This is an optimization exercise on Yosys and OpenROAD, whose aim is small area and a short achievable clock period, not a production implementation.
RTL that was checked went through simulation tests only; none was proved equivalent to the original.

==> run H <==
// timing_recovery_top
module timing_recovery_top (
  input  logic               clk,
  input  logic               reset_n,
  input  logic [31:0]        sample_i,     
  output logic [31:0]        sym_o,        
  output logic               sym_valid_o,
  output logic [18:0]        err_o,        
  output logic signed [11:0] ctrl_o
);
==> module timing_recovery_top, before the edit <==
module timing_recovery_top (
  input  logic               clk,
  input  logic               reset_n,
  input  logic [31:0]        sample_i,     
  output logic [31:0]        sym_o,        
  output logic               sym_valid_o,
  output logic [18:0]        err_o,        
  output logic signed [11:0] ctrl_o
);
  logic               sym_strobe;   
  logic               hp_load;      
  logic [18:0]        err;          
  logic signed [11:0] ctrl;         
  gardner_ted u_ted (
    .clk          (clk),
    .reset_n      (reset_n),
    .sample_i     (sample_i),
    .sym_strobe_i (sym_strobe),
    .hp_load_i    (hp_load),
    .err_o        (err),
    .sym_o        (sym_o),
    .sym_valid_o  (sym_valid_o)
  );
  loop_filter_pi u_lf (
    .clk     (clk),
    .reset_n (reset_n),
    .err_i   (err),
    .ctrl_o  (ctrl)
  );
  symbol_nco u_nco (
    .clk          (clk),
    .reset_n      (reset_n),
    .ctrl_i       (ctrl),
    .sym_strobe_o (sym_strobe),
    .hp_load_o    (hp_load)
  );
  assign err_o  = err;
  assign ctrl_o = ctrl;
endmodule
export LEC_CHECK = 0
export CAP_MARGIN = 20
export CORE_MARGIN = 2
export CORE_UTILIZATION = 40
export SLEW_MARGIN = 20
create_clock -name core_clock -period 12.0 [get_ports {clk}]
standard.sh (not shown) runs the stock make flow with config.mk's settings and CLKGATE_MAP_FILE= SYNTH_SCRIPT=/design/flow/synth_recipe.tcl, a recipe that flattens the netlist after the stock synthesis.
==> flow/flow/run.sh <==
#!/bin/bash
# The standard layout (the standard.sh, unchanged synthesis and steps) with
# two make settings: the timing repair steps aim for 6 ns of setup slack
# (SETUP_SLACK_MARGIN=6), and every input and output port still gets its own
# buffer, but a buf_1 rather than the default delay buffer (BUFFER_PORTS_ARGS);
# the repair steps resize the ones on critical paths. The make output goes to
# standard_flow.log; each ORFS step also keeps its own log under orfs/logs.
set -euo pipefail
bash standard.sh SETUP_SLACK_MARGIN=6 "BUFFER_PORTS_ARGS=-buffer_cell sky130_fd_sc_hd__buf_1" finish > standard_flow.log 2>&1
==> run G (differences from run H) <==
--- a/flow/design.v
+++ b/flow/design.v
@@ -1144,5 +1144,5 @@
 );
   logic               sym_strobe;   
-  logic               hp_load;      
+  logic               hp_load;       
   logic [18:0]        err;          
   logic signed [11:0] ctrl;         
@@ -1152,5 +1152,5 @@
     .sample_i     (sample_i),
     .sym_strobe_i (sym_strobe),
-    .hp_load_i    (hp_load),
+    .hp_load_i     (hp_load),
     .err_o        (err),
     .sym_o        (sym_o),
@@ -1168,5 +1168,5 @@
     .ctrl_i       (ctrl),
     .sym_strobe_o (sym_strobe),
-    .hp_load_o    (hp_load)
+    .hp_load_o     (hp_load)
   );
   assign err_o  = err;
==> flow/flow/run.sh (replaced) <==
#!/bin/bash
# The standard layout (the standard.sh) with these make settings: SETUP_SLACK_MARGIN=9
# (ADDER_MAP_FILE empty leaves adders to ABC instead of full/half-adder cells;
# registers are mapped as in the standard synthesis. SETUP_SLACK_MARGIN makes the
# timing repair aim for that much setup slack.)
set -euo pipefail
bash standard.sh SETUP_SLACK_MARGIN=9 finish > standard_flow.log 2>&1
==> qor summary <==
item                                                                                                run G                    run H
Area occupied by multi-input gates                                                             0.0156 mm2               0.0134 mm2
Origin of the worst setup path                                                               sample_i[20]             sample_i[19]
Placed cell area                                                                               0.0260 mm2               0.0247 mm2
Total global-route track usage                                                                      0.228                    0.205
Clk cell area share                                                                                0.0513                   0.0620
Clock input transition at the sequential cells of the worst setup and hold paths                  0.08 ns                  0.07 ns
Fraction of cell area in non-clock buffers                                                         0.0991                   0.0286
Total met3 wirelength after detailed routing                                                      4.42 mm                  2.89 mm
Finished Core Util                                                                                  0.538                    0.458
Endpoint with the worst hold slack                                                     u_ted.dline[9][25]        u_ted.dline[7][6]
Depth of the most critical reg-to-reg path                                                             15                       20
Final WL                                                                                          68.7 mm                  61.2 mm
Outcome                                                                           complete, no violations  complete, no violations
Number of clock-tree buffers in the layout                                                             61                       60
Biggest cell delay along the critical path                                                        0.53 ns                  0.57 ns
GR Layer Usage met1                                                                                 0.318                    0.274
Area growth, synth to finish                                                                        32.5%                    12.9%
Crit share post-route                                                                               0.474                    0.486
Post-layout nets                                                                                     2771                     2612

* * *

==> run Y: inputs <==
RTL: one of the versions met above, not the one the previous note started from.
==> module timing_recovery_top, before the edit <==
module timing_recovery_top (
  input  logic               clk,
  input  logic               reset_n,
  input  logic [31:0]        sample_i,     
  output logic [31:0]        sym_o,        
  output logic               sym_valid_o,
  output logic [18:0]        err_o,        
  output logic signed [11:0] ctrl_o
);
  logic               sym_strobe;   
  logic               hp_load;       
  logic [18:0]        err;          
  logic signed [11:0] ctrl;         
  gardner_ted u_ted (
    .clk          (clk),
    .reset_n      (reset_n),
    .sample_i     (sample_i),
    .sym_strobe_i (sym_strobe),
    .hp_load_i     (hp_load),
    .err_o        (err),
    .sym_o        (sym_o),
    .sym_valid_o  (sym_valid_o)
  );
  loop_filter_pi u_lf (
    .clk     (clk),
    .reset_n (reset_n),
    .err_i   (err),
    .ctrl_o  (ctrl)
  );
  symbol_nco u_nco (
    .clk          (clk),
    .reset_n      (reset_n),
    .ctrl_i       (ctrl),
    .sym_strobe_o (sym_strobe),
    .hp_load_o     (hp_load)
  );
  assign err_o  = err;
  assign ctrl_o = ctrl;
endmodule
Settings: LEC_CHECK=0, CAP_MARGIN=20, CORE_MARGIN=2, CORE_UTILIZATION=40, SLEW_MARGIN=20; clock period 12.0 ns.
==> flow/flow/run.sh <==
#!/bin/bash
# The standard layout (the standard.sh) with these make settings: SETUP_SLACK_MARGIN=6
# (ADDER_MAP_FILE empty leaves adders to ABC instead of full/half-adder cells;
# registers are mapped as in the standard synthesis. SETUP_SLACK_MARGIN makes the
# timing repair aim for that much setup slack.)
set -euo pipefail
bash standard.sh SETUP_SLACK_MARGIN=6 finish > standard_flow.log 2>&1
==> run D: changes against run Y <==
==> flow/run.sh (new file) <==
#!/bin/bash
# synth_recipe.tcl (not shown) runs the flow's synth.tcl, then flattens the netlist and writes it again
# the make line also repeats each setting of config.mk as NAME=value (left out here)
make -C /OpenROAD-flow-scripts/flow DESIGN_CONFIG=/design/flow/config.mk WORK_HOME=/design/flow/orfs CLKGATE_MAP_FILE= SYNTH_SCRIPT=/design/flow/synth_recipe.tcl finish
- SETUP_SLACK_MARGIN: default -> 5
removed: flow/flow/run.sh
removed: flow/standard.sh
==> run K: changes against run Y <==
==> flow/flow/run.sh (replaced) <==
#!/bin/bash
# The standard layout (the standard.sh, unchanged synthesis and steps) with
# two make settings: the timing repair steps aim for 6.5 ns of setup slack
# (SETUP_SLACK_MARGIN=6.5), and every input and output port still gets its own
# buffer, but a buf_1 rather than the default delay buffer (BUFFER_PORTS_ARGS);
# the repair steps resize the ones on critical paths. The make output goes to
# standard_flow.log; each ORFS step also keeps its own log under orfs/logs.
set -euo pipefail
bash standard.sh SETUP_SLACK_MARGIN=6.5 "BUFFER_PORTS_ARGS=-buffer_cell sky130_fd_sc_hd__buf_1" finish > standard_flow.log 2>&1
==> run Z: changes against run Y <==
--- a/flow/design.v
+++ b/flow/design.v
@@ -1143,7 +1143,7 @@
   output logic signed [11:0] ctrl_o
 );
   logic               sym_strobe;   
-  logic               hp_load;       
+  logic               hp_load;      
   logic [18:0]        err;          
   logic signed [11:0] ctrl;         
   gardner_ted u_ted (
@@ -1151,7 +1151,7 @@
     .reset_n      (reset_n),
     .sample_i     (sample_i),
     .sym_strobe_i (sym_strobe),
-    .hp_load_i     (hp_load),
+    .hp_load_i    (hp_load),
     .err_o        (err),
     .sym_o        (sym_o),
     .sym_valid_o  (sym_valid_o)
@@ -1167,7 +1167,7 @@
     .reset_n      (reset_n),
     .ctrl_i       (ctrl),
     .sym_strobe_o (sym_strobe),
-    .hp_load_o     (hp_load)
+    .hp_load_o    (hp_load)
   );
   assign err_o  = err;
   assign ctrl_o = ctrl;
==> flow/flow/run.sh (replaced) <==
#!/bin/bash
# The standard layout (the standard.sh, unchanged synthesis and steps) with
# two make settings: the timing repair steps aim for 6 ns of setup slack
# (SETUP_SLACK_MARGIN=6), and every input and output port still gets its own
# buffer, but a buf_1 rather than the default delay buffer (BUFFER_PORTS_ARGS);
# the repair steps resize the ones on critical paths. The make output goes to
# standard_flow.log; each ORFS step also keeps its own log under orfs/logs.
set -euo pipefail
bash standard.sh SETUP_SLACK_MARGIN=6 "BUFFER_PORTS_ARGS=-buffer_cell sky130_fd_sc_hd__buf_1" finish > standard_flow.log 2>&1
- CTS_CLUSTER_DIAMETER: default -> 100
- CTS_CLUSTER_SIZE: default -> 25
==> summary of the runs <==
Run K ran to the end with no violations. Run Z went through all stages and came out clean. Run Y went through all stages and came out clean. Run D completed with no timing, DRC or antenna violations. Critical path depth: run D is lower than run Y (1). The lowest utilization belongs to run Z, the highest to run K.
==> figures <==
quantity                                         run K       run Y       run Z            run D
Run status            no timing/DRC/antenna violations  no timing/DRC/antenna violations  no timing/DRC/antenna violations  no timing/DRC/antenna violations
Non-clock buffer count in the final layout         203         162         152              137
Routed WL                                     64.62 mm    62.40 mm    60.60 mm         62.67 mm
Crit path max-delay cell type                     fa_1        fa_1        fa_1  clkdlybuf4s50_1
Headroom to the max-slew limit                  0.3313      0.3385      0.2984           0.2417
Worst Hold Margin                             298.5 ps    317.1 ps    322.2 ps         318.7 ps
Post-Place Worst Slack                         5060 ps     4855 ps     5198 ps          4483 ps
Filler cells                                      5298        5466        5503             5376
Critical Path Most Common Cell                    fa_2        fa_2        fa_1             fa_1

* * *

==> job 508 <==
timing_recovery_top, a different RTL version from the one above (not shown whole).
clock: 12.0 ns
lec_check: 0
cap_margin: 20
core_margin: 2
core_utilization: 40
cts_cluster_diameter: 100
cts_cluster_size: 25
slew_margin: 20
==> flow/flow/run.sh <==
#!/bin/bash
# The standard layout (the standard.sh, unchanged synthesis and steps) with
# two make settings: the timing repair steps aim for 6.6 ns of setup slack
# (SETUP_SLACK_MARGIN=6.6), and every input and output port still gets its own
# buffer, but a buf_1 rather than the default delay buffer (BUFFER_PORTS_ARGS);
# the repair steps resize the ones on critical paths. The make output goes to
# standard_flow.log; each ORFS step also keeps its own log under orfs/logs.
set -euo pipefail
bash standard.sh SETUP_SLACK_MARGIN=6.6 "BUFFER_PORTS_ARGS=-buffer_cell sky130_fd_sc_hd__buf_1" finish > standard_flow.log 2>&1
==> inputs of job 8591, as changes to job 508 <==
--- a/flow/design.v
+++ b/flow/design.v
@@ -1108,14 +1108,13 @@
   logic ovp, ovn;
   assign ovp = ~isum[12] &  isum[11];
   assign ovn =  isum[12] & ~isum[11];
   logic [11:0] integ_nxt;
   assign integ_nxt = ovp ? 12'h7ff : ovn ? 12'h800 : isum[11:0];
-  logic [14:0] cs_s, cs_c, cs_t;
-  assign cs_t = a15 ^ b15;
-  assign cs_s = cs_t ^ i15;
-  always_comb for (int k = 0; k < 15; k++) cs_c[k] = cs_t[k] ? i15[k] : a15[k];
+  logic [14:0] cs_s, cs_c;
+  assign cs_s = a15 ^ b15 ^ i15;
+  assign cs_c = (a15 & b15) | (a15 & i15) | (b15 & i15);
   logic [14:0] ysum, ysum_a, ysum_b, ysum_x;
   assign ysum_a = cs_s;
   assign ysum_b = {cs_c[13:0], 1'b0};
   assign ysum_x = ysum_a ^ ysum_b;
   logic [15:0] ysum_g0, ysum_p0;
Settings changed: CORE_UTILIZATION 40 to 50.
==> inputs of job 7371, as changes to job 508 <==
--- a/flow/design.v
+++ b/flow/design.v
@@ -1108,14 +1108,13 @@
   logic ovp, ovn;
   assign ovp = ~isum[12] &  isum[11];
   assign ovn =  isum[12] & ~isum[11];
   logic [11:0] integ_nxt;
   assign integ_nxt = ovp ? 12'h7ff : ovn ? 12'h800 : isum[11:0];
-  logic [14:0] cs_s, cs_c, cs_t;
-  assign cs_t = a15 ^ b15;
-  assign cs_s = cs_t ^ i15;
-  always_comb for (int k = 0; k < 15; k++) cs_c[k] = cs_t[k] ? i15[k] : a15[k];
+  logic [14:0] cs_s, cs_c;
+  assign cs_s = a15 ^ b15 ^ i15;
+  assign cs_c = (a15 & b15) | (a15 & i15) | (b15 & i15);
   logic [14:0] ysum, ysum_a, ysum_b, ysum_x;
   assign ysum_a = cs_s;
   assign ysum_b = {cs_c[13:0], 1'b0};
   assign ysum_x = ysum_a ^ ysum_b;
   logic [15:0] ysum_g0, ysum_p0;
==> flow/flow/run.sh (replaced) <==
#!/bin/bash
# The standard layout (the standard.sh, unchanged synthesis and steps) with
# two make settings: the timing repair steps aim for 6.8 ns of setup slack
# (SETUP_SLACK_MARGIN=6.8), and every input and output port still gets its own
# buffer, but a buf_1 rather than the default delay buffer (BUFFER_PORTS_ARGS);
# the repair steps resize the ones on critical paths. The make output goes to
# standard_flow.log; each ORFS step also keeps its own log under orfs/logs.
set -euo pipefail
bash standard.sh SETUP_SLACK_MARGIN=6.8 "BUFFER_PORTS_ARGS=-buffer_cell sky130_fd_sc_hd__buf_1" finish > standard_flow.log 2>&1
==> inputs of job 3185, as changes to job 508 <==
--- a/flow/design.v
+++ b/flow/design.v
@@ -307,11 +307,11 @@
   assign t261 = pp_q0_110 ^ pp_q1_125;
   assign s259 = t261 ^ c246;
   assign c260 = (pp_q0_110 & pp_q1_125) | (c246 & t261);
   assign t264 = c249 ^ s256;
   assign s262 = t264 ^ s259;
-  assign c263 = t264 ? s259 : c249;
+  assign c263 = (c249 & s256) | (s259 & t264);
   assign s265 = c255 ^ c252;
   assign c266 = c255 & c252;
   assign t269 = hpr217 ^ neg_i[2];
   assign s267 = t269 ^ neg_q[2];
   assign c268 = (hpr217 & neg_i[2]) | (neg_q[2] & t269);
@@ -321,11 +321,11 @@
   assign t275 = pp_q0_111 ^ pp_q1_126;
   assign s273 = t275 ^ pp_q2_141;
   assign c274 = (pp_q0_111 & pp_q1_126) | (pp_q2_141 & t275);
   assign t278 = s267 ^ c257;
   assign s276 = t278 ^ s270;
-  assign c277 = t278 ? s270 : s267;
+  assign c277 = (s267 & c257) | (s270 & t278);
   assign t281 = s273 ^ c260;
   assign s279 = t281 ^ s276;
   assign c280 = t281 ? s276 : s273;
   assign s282 = c266 ^ c263;
   assign c283 = c266 & c263;
@@ -338,11 +338,11 @@
   assign t292 = pp_q2_142 ^ c268;
   assign s290 = t292 ^ c271;
   assign c291 = (pp_q2_142 & c268) | (c271 & t292);
   assign t295 = c274 ^ s284;
   assign s293 = t295 ^ s287;
-  assign c294 = t295 ? s287 : c274;
+  assign c294 = (c274 & s284) | (s287 & t295);
   assign t298 = c277 ^ s290;
   assign s296 = t298 ^ s293;
   assign c297 = t298 ? s293 : c277;
   assign s299 = c283 ^ c280;
   assign c300 = c283 & c280;
@@ -358,14 +358,14 @@
   assign t312 = pp_q2_143 ^ pp_q3_158;
   assign s310 = t312 ^ s301;
   assign c311 = (pp_q2_143 & pp_q3_158) | (s301 & t312);
   assign t315 = c285 ^ c288;
   assign s313 = t315 ^ s304;
-  assign c314 = t315 ? s304 : c285;
+  assign c314 = (c285 & c288) | (s304 & t315);
   assign t318 = s307 ^ s310;
   assign s316 = t318 ^ c291;
-  assign c317 = t318 ? c291 : s307;
+  assign c317 = (s307 & s310) | (c291 & t318);
   assign t321 = c294 ^ s313;
   assign s319 = t321 ^ s316;
   assign c320 = t321 ? s316 : c294;
   assign s322 = c297 ^ c300;
   assign c323 = c297 & c300;
@@ -381,14 +381,14 @@
   assign t335 = c302 ^ c305;
   assign s333 = t335 ^ c308;
   assign c334 = (c302 & c305) | (c308 & t335);
   assign t338 = s324 ^ s327;
   assign s336 = t338 ^ s330;
-  assign c337 = t338 ? s330 : s324;
+  assign c337 = (s324 & s327) | (s330 & t338);
   assign t341 = c311 ^ c314;
   assign s339 = t341 ^ s333;
-  assign c340 = t341 ? s333 : c311;
+  assign c340 = (c311 & c314) | (s333 & t341);
   assign t344 = s336 ^ c317;
   assign s342 = t344 ^ s339;
   assign c343 = t344 ? s339 : s336;
   assign s345 = c320 ^ c323;
   assign c346 = c320 & c323;
@@ -407,14 +407,14 @@
   assign t361 = pp_q4_173 ^ s347;
   assign s359 = t361 ^ c325;
   assign c360 = (pp_q4_173 & s347) | (c325 & t361);
   assign t364 = c328 ^ c331;
   assign s362 = t364 ^ s350;
-  assign c363 = t364 ? s350 : c328;
+  assign c363 = (c328 & c331) | (s350 & t364);
   assign t367 = s353 ^ s356;
   assign s365 = t367 ^ c334;
-  assign c366 = t367 ? c334 : s353;
+  assign c366 = (s353 & s356) | (c334 & t367);
   assign t370 = c337 ^ s359;
   assign s368 = t370 ^ s362;
   assign c369 = t370 ? s362 : c337;
   assign t373 = c340 ^ s365;
   assign s371 = t373 ^ s368;
@@ -436,14 +436,14 @@
   assign t390 = c351 ^ c354;
   assign s388 = t390 ^ c357;
   assign c389 = (c351 & c354) | (c357 & t390);
   assign t393 = s376 ^ s379;
   assign s391 = t393 ^ s382;
-  assign c392 = t393 ? s382 : s376;
+  assign c392 = (s376 & s379) | (s382 & t393);
   assign t396 = s385 ^ c360;
   assign s394 = t396 ^ c363;
-  assign c395 = t396 ? c363 : s385;
+  assign c395 = (s385 & c360) | (c363 & t396);
   assign t399 = s388 ^ s391;
   assign s397 = t399 ^ c366;
   assign c398 = t399 ? c366 : s388;
   assign t402 = c369 ^ s394;
   assign s400 = t402 ^ s397;
@@ -468,17 +468,17 @@
   assign t422 = s405 ^ c377;
   assign s420 = t422 ^ c380;
   assign c421 = (s405 & c377) | (c380 & t422);
   assign t425 = c383 ^ s408;
   assign s423 = t425 ^ s411;
-  assign c424 = t425 ? s411 : c383;
+  assign c424 = (c383 & s408) | (s411 & t425);
   assign t428 = s414 ^ s417;
   assign s426 = t428 ^ c386;
-  assign c427 = t428 ? c386 : s414;
+  assign c427 = (s414 & s417) | (c386 & t428);
   assign t431 = c389 ^ c392;
   assign s429 = t431 ^ s420;
-  assign c430 = t431 ? s420 : c389;
+  assign c430 = (c389 & c392) | (s420 & t431);
   assign t434 = s423 ^ s426;
   assign s432 = t434 ^ c395;
   assign c433 = t434 ? c395 : s423;
   assign t437 = s429 ^ c398;
   assign s435 = t437 ^ s432;
@@ -503,17 +503,17 @@
   assign t457 = c412 ^ c415;
   assign s455 = t457 ^ c418;
   assign c456 = (c412 & c415) | (c418 & t457);
   assign t460 = s440 ^ s443;
   assign s458 = t460 ^ s446;
-  assign c459 = t460 ? s446 : s440;
+  assign c459 = (s440 & s443) | (s446 & t460);
   assign t463 = s449 ^ c421;
   assign s461 = t463 ^ c424;
-  assign c462 = t463 ? c424 : s449;
+  assign c462 = (s449 & c421) | (c424 & t463);
   assign t466 = s452 ^ s455;
   assign s464 = t466 ^ c427;
-  assign c465 = t466 ? c427 : s452;
+  assign c465 = (s452 & s455) | (c427 & t466);
   assign t469 = s458 ^ c430;
   assign s467 = t469 ^ s461;
   assign c468 = t469 ? s461 : s458;
   assign t472 = s464 ^ c433;
   assign s470 = t472 ^ s467;
@@ -541,17 +541,17 @@
   assign t495 = c441 ^ c444;
   assign s493 = t495 ^ c447;
   assign c494 = (c441 & c444) | (c447 & t495);
   assign t498 = c450 ^ s478;
   assign s496 = t498 ^ s481;
-  assign c497 = t498 ? s481 : c450;
+  assign c497 = (c450 & s478) | (s481 & t498);
   assign t501 = s484 ^ s487;
   assign s499 = t501 ^ s490;
-  assign c500 = t501 ? s490 : s484;
+  assign c500 = (s484 & s487) | (s490 & t501);
   assign t504 = c453 ^ c456;
   assign s502 = t504 ^ c459;
-  assign c503 = t504 ? c459 : c453;
+  assign c503 = (c453 & c456) | (c459 & t504);
   assign t507 = s493 ^ s496;
   assign s505 = t507 ^ s499;
   assign c506 = t507 ? s499 : s493;
   assign t510 = c462 ^ c465;
   assign s508 = t510 ^ s502;
@@ -579,17 +579,17 @@
   assign t533 = c476 ^ c479;
   assign s531 = t533 ^ c482;
   assign c532 = (c476 & c479) | (c482 & t533);
   assign t536 = c485 ^ c488;
   assign s534 = t536 ^ s516;
-  assign c535 = t536 ? s516 : c485;
+  assign c535 = (c485 & c488) | (s516 & t536);
   assign t539 = s519 ^ s522;
   assign s537 = t539 ^ s525;
-  assign c538 = t539 ? s525 : s519;
+  assign c538 = (s519 & s522) | (s525 & t539);
   assign t542 = s528 ^ c491;
   assign s540 = t542 ^ c494;
-  assign c541 = t542 ? c494 : s528;
+  assign c541 = (s528 & c491) | (c494 & t542);
   assign t545 = c497 ^ s531;
   assign s543 = t545 ^ s534;
   assign c544 = t545 ? s534 : c497;
   assign t548 = s537 ^ c500;
   assign s546 = t548 ^ c503;
@@ -626,17 +626,17 @@
   assign t580 = c520 ^ c523;
   assign s578 = t580 ^ c526;
   assign c579 = (c520 & c523) | (c526 & t580);
   assign t583 = c529 ^ s560;
   assign s581 = t583 ^ s563;
-  assign c582 = t583 ? s563 : c529;
+  assign c582 = (c529 & s560) | (s563 & t583);
   assign t586 = s566 ^ s569;
   assign s584 = t586 ^ s572;
-  assign c585 = t586 ? s572 : s566;
+  assign c585 = (s566 & s569) | (s572 & t586);
   assign t589 = c532 ^ c535;
   assign s587 = t589 ^ c538;
-  assign c588 = t589 ? c538 : c532;
+  assign c588 = (c532 & c535) | (c538 & t589);
   assign t592 = s575 ^ s578;
   assign s590 = t592 ^ s581;
   assign c591 = t592 ? s581 : s575;
   assign t595 = s584 ^ c541;
   assign s593 = t595 ^ c544;
@@ -670,20 +670,20 @@
   assign t624 = c561 ^ c564;
   assign s622 = t624 ^ c567;
   assign c623 = (c561 & c564) | (c567 & t624);
   assign t627 = c570 ^ c573;
   assign s625 = t627 ^ s604;
-  assign c626 = t627 ? s604 : c570;
+  assign c626 = (c570 & c573) | (s604 & t627);
   assign t630 = s607 ^ s610;
   assign s628 = t630 ^ s613;
-  assign c629 = t630 ? s613 : s607;
+  assign c629 = (s607 & s610) | (s613 & t630);
   assign t633 = s616 ^ s619;
   assign s631 = t633 ^ c576;
-  assign c632 = t633 ? c576 : s616;
+  assign c632 = (s616 & s619) | (c576 & t633);
   assign t636 = c579 ^ c582;
   assign s634 = t636 ^ c585;
-  assign c635 = t636 ? c585 : c579;
+  assign c635 = (c579 & c582) | (c585 & t636);
   assign t639 = s622 ^ s625;
   assign s637 = t639 ^ s628;
   assign c638 = t639 ? s628 : s622;
   assign t642 = c588 ^ s631;
   assign s640 = t642 ^ c591;
@@ -717,20 +717,20 @@
   assign t671 = c608 ^ c611;
   assign s669 = t671 ^ c614;
   assign c670 = (c608 & c611) | (c614 & t671);
   assign t674 = c617 ^ s651;
   assign s672 = t674 ^ s654;
-  assign c673 = t674 ? s654 : c617;
+  assign c673 = (c617 & s651) | (s654 & t674);
   assign t677 = s657 ^ s660;
   assign s675 = t677 ^ s663;
-  assign c676 = t677 ? s663 : s657;
+  assign c676 = (s657 & s660) | (s663 & t677);
   assign t680 = c620 ^ c623;
   assign s678 = t680 ^ c626;
-  assign c679 = t680 ? c626 : c620;
+  assign c679 = (c620 & c623) | (c626 & t680);
   assign t683 = c629 ^ s666;
   assign s681 = t683 ^ s669;
-  assign c682 = t683 ? s669 : c629;
+  assign c682 = (c629 & s666) | (s669 & t683);
   assign t686 = s672 ^ s675;
   assign s684 = t686 ^ c632;
   assign c685 = t686 ? c632 : s672;
   assign t689 = c635 ^ c638;
   assign s687 = t689 ^ s678;
@@ -763,17 +763,17 @@
   assign t717 = c658 ^ c661;
   assign s715 = t717 ^ c664;
   assign c716 = (c658 & c661) | (c664 & t717);
   assign t720 = s698 ^ s700;
   assign s718 = t720 ^ s703;
-  assign c719 = t720 ? s703 : s698;
+  assign c719 = (s698 & s700) | (s703 & t720);
   assign t723 = s706 ^ s709;
   assign s721 = t723 ^ c667;
-  assign c722 = t723 ? c667 : s706;
+  assign c722 = (s706 & s709) | (c667 & t723);
   assign t726 = c670 ^ c673;
   assign s724 = t726 ^ c676;
-  assign c725 = t726 ? c676 : c670;
+  assign c725 = (c670 & c673) | (c676 & t726);
   assign t729 = s712 ^ s715;
   assign s727 = t729 ^ s718;
   assign c728 = t729 ? s718 : s712;
   assign t732 = c679 ^ c682;
   assign s730 = t732 ^ s721;
@@ -807,17 +807,17 @@
   assign t761 = c704 ^ c707;
   assign s759 = t761 ^ c710;
   assign c760 = (c704 & c707) | (c710 & t761);
   assign t764 = s742 ^ s744;
   assign s762 = t764 ^ s747;
-  assign c763 = t764 ? s747 : s742;
+  assign c763 = (s742 & s744) | (s747 & t764);
   assign t767 = s750 ^ s753;
   assign s765 = t767 ^ c713;
-  assign c766 = t767 ? c713 : s750;
+  assign c766 = (s750 & s753) | (c713 & t767);
   assign t770 = c716 ^ c719;
   assign s768 = t770 ^ s756;
-  assign c769 = t770 ? s756 : c716;
+  assign c769 = (c716 & c719) | (s756 & t770);
   assign t773 = s759 ^ s762;
   assign s771 = t773 ^ c722;
   assign c772 = t773 ? c722 : s759;
   assign t776 = c725 ^ s765;
   assign s774 = t776 ^ c728;
@@ -848,17 +848,17 @@
   assign t802 = c748 ^ c751;
   assign s800 = t802 ^ c754;
   assign c801 = (c748 & c751) | (c754 & t802);
   assign t805 = s785 ^ s788;
   assign s803 = t805 ^ s791;
-  assign c804 = t805 ? s791 : s785;
+  assign c804 = (s785 & s788) | (s791 & t805);
   assign t808 = s794 ^ c757;
   assign s806 = t808 ^ c760;
-  assign c807 = t808 ? c760 : s794;
+  assign c807 = (s794 & c757) | (c760 & t808);
   assign t811 = c763 ^ s797;
   assign s809 = t811 ^ s800;
-  assign c810 = t811 ? s800 : c763;
+  assign c810 = (c763 & s797) | (s800 & t811);
   assign t814 = s803 ^ c766;
   assign s812 = t814 ^ c769;
   assign c813 = t814 ? c769 : s803;
   assign t817 = s806 ^ s809;
   assign s815 = t817 ^ c772;
@@ -1108,14 +1108,13 @@
   logic ovp, ovn;
   assign ovp = ~isum[12] &  isum[11];
   assign ovn =  isum[12] & ~isum[11];
   logic [11:0] integ_nxt;
   assign integ_nxt = ovp ? 12'h7ff : ovn ? 12'h800 : isum[11:0];
-  logic [14:0] cs_s, cs_c, cs_t;
-  assign cs_t = a15 ^ b15;
-  assign cs_s = cs_t ^ i15;
-  always_comb for (int k = 0; k < 15; k++) cs_c[k] = cs_t[k] ? i15[k] : a15[k];
+  logic [14:0] cs_s, cs_c;
+  assign cs_s = a15 ^ b15 ^ i15;
+  assign cs_c = (a15 & b15) | (a15 & i15) | (b15 & i15);
   logic [14:0] ysum, ysum_a, ysum_b, ysum_x;
   assign ysum_a = cs_s;
   assign ysum_b = {cs_c[13:0], 1'b0};
   assign ysum_x = ysum_a ^ ysum_b;
   logic [15:0] ysum_g0, ysum_p0;
==> flow/flow/run.sh (replaced) <==
#!/bin/bash
# The standard layout (the standard.sh, unchanged synthesis and steps) with
# two make settings: the timing repair steps aim for 6.4 ns of setup slack
# (SETUP_SLACK_MARGIN=6.4), and every input and output port still gets its own
# buffer, but a buf_1 rather than the default delay buffer (BUFFER_PORTS_ARGS);
# the repair steps resize the ones on critical paths. The make output goes to
# standard_flow.log; each ORFS step also keeps its own log under orfs/logs.
set -euo pipefail
bash standard.sh SETUP_SLACK_MARGIN=6.4 "BUFFER_PORTS_ARGS=-buffer_cell sky130_fd_sc_hd__buf_1" finish > standard_flow.log 2>&1
==> summary.txt <==
Run status
  – Outcome: no timing/DRC/antenna violations

Timing
  – Fin crit period: 5470 ps

GRT
  – Vias in the first global route: 17300
  – M2 GR Usage: 32.8%

Die
  – Die area: approximately 62000 um^2

Routing
  – Via density: 5.36

Critical path
  – Max incr delay on CP: 450 ps
-- figures above: job 7371

==> summary.txt <==
Run status
  – Outcome: no timing/DRC/antenna violations

Timing
  – Fin crit period: between 5000 and 6000 ps

GRT
  – M2 GR Usage: 31.0%

Die
  – Die area: roughly 62000 um^2

Critical path
  – Max incr delay on CP: 380 ps

Routing
  – Via density: 5.31
-- figures above: job 3185

==> summary.txt <==
Critical path
  – Max incr delay on CP: 350 ps

GRT
  – Vias in the first global route: 17100

Die
  – Die area: 61800 um^2

Routing
  – Via density: approximately 5.4

Timing
  – Fin crit period: 5430 ps

Run status
  – Outcome: no timing/DRC/antenna violations
-- figures above: job 508

==> summary.txt <==
Run status
  – Outcome: no timing/DRC/antenna violations

Routing
  – Via density: 5.65

Timing
  – Fin crit period: 5490 ps

Finish
  – Layout sequential cell count: approximately 430

Critical path
  – Max incr delay on CP: 350 ps

GRT
  – Vias in the first global route: 16400
  – M2 GR Usage: 38.2%

Die
  – Die area: 49900 um^2
-- figures above: job 8591

For job 508 and job 3185, only the layout was checked, not whether the RTL still works.

==> afterwards: timing with drivers on the ports <==
Ports are ideal in the flow. The routed layouts listed here were re-timed in OpenROAD. Step 1: set_driving_cell puts a clkbuf_16 on clk and a buf_2 on each other input, an assumption about the parent block. Step 2 moves the port delays by t, midway between the first and last clock arrival at a register: inputs arrive t later, outputs are due t later. That takes back most of the time a late clock gives input paths. a / b / c = ideal ports / drivers / drivers and shift; a / b = the first two.
| run | shift t [ns] | setup slack, ns | slew at the worst register clock pin (ns) |
|---|---|---|---|
| run H | 0.639 | 6.170 / 6.183 / 5.548 | 0.07 / 0.07 |
| run G | 0.633 | 6.312 / 6.329 / 5.696 | 0.08 / 0.08 |
| run Y | 0.635 | 6.085 / 6.086 / 5.481 | 0.06 / 0.06 |
| run D | 0.644 | 5.203 / 5.227 / 4.583 | 0.08 / 0.08 |
| run K | 0.639 | 6.357 / 6.393 / 5.754 | 0.07 / 0.07 |
| run Z | 0.643 | 6.177 / 6.154 / 5.568 | 0.10 / 0.10 |
| job 508 | 0.631 | 6.574 / 6.513 / 6.169 | 0.10 / 0.10 |
| job 8591 | 0.602 | 6.509 / 6.454 / 6.122 | 0.10 / 0.10 |
| job 7371 | 0.629 | 6.532 / 6.488 / 6.309 | 0.10 / 0.10 |
| job 3185 | 0.631 | 6.438 / 6.380 / 5.903 | 0.10 / 0.10 |
After both steps setup and hold are still met in every run listed. For run H, which loses most, drivers alone change the setup slack by +0.013 ns; drivers and shift together by -0.622 ns.
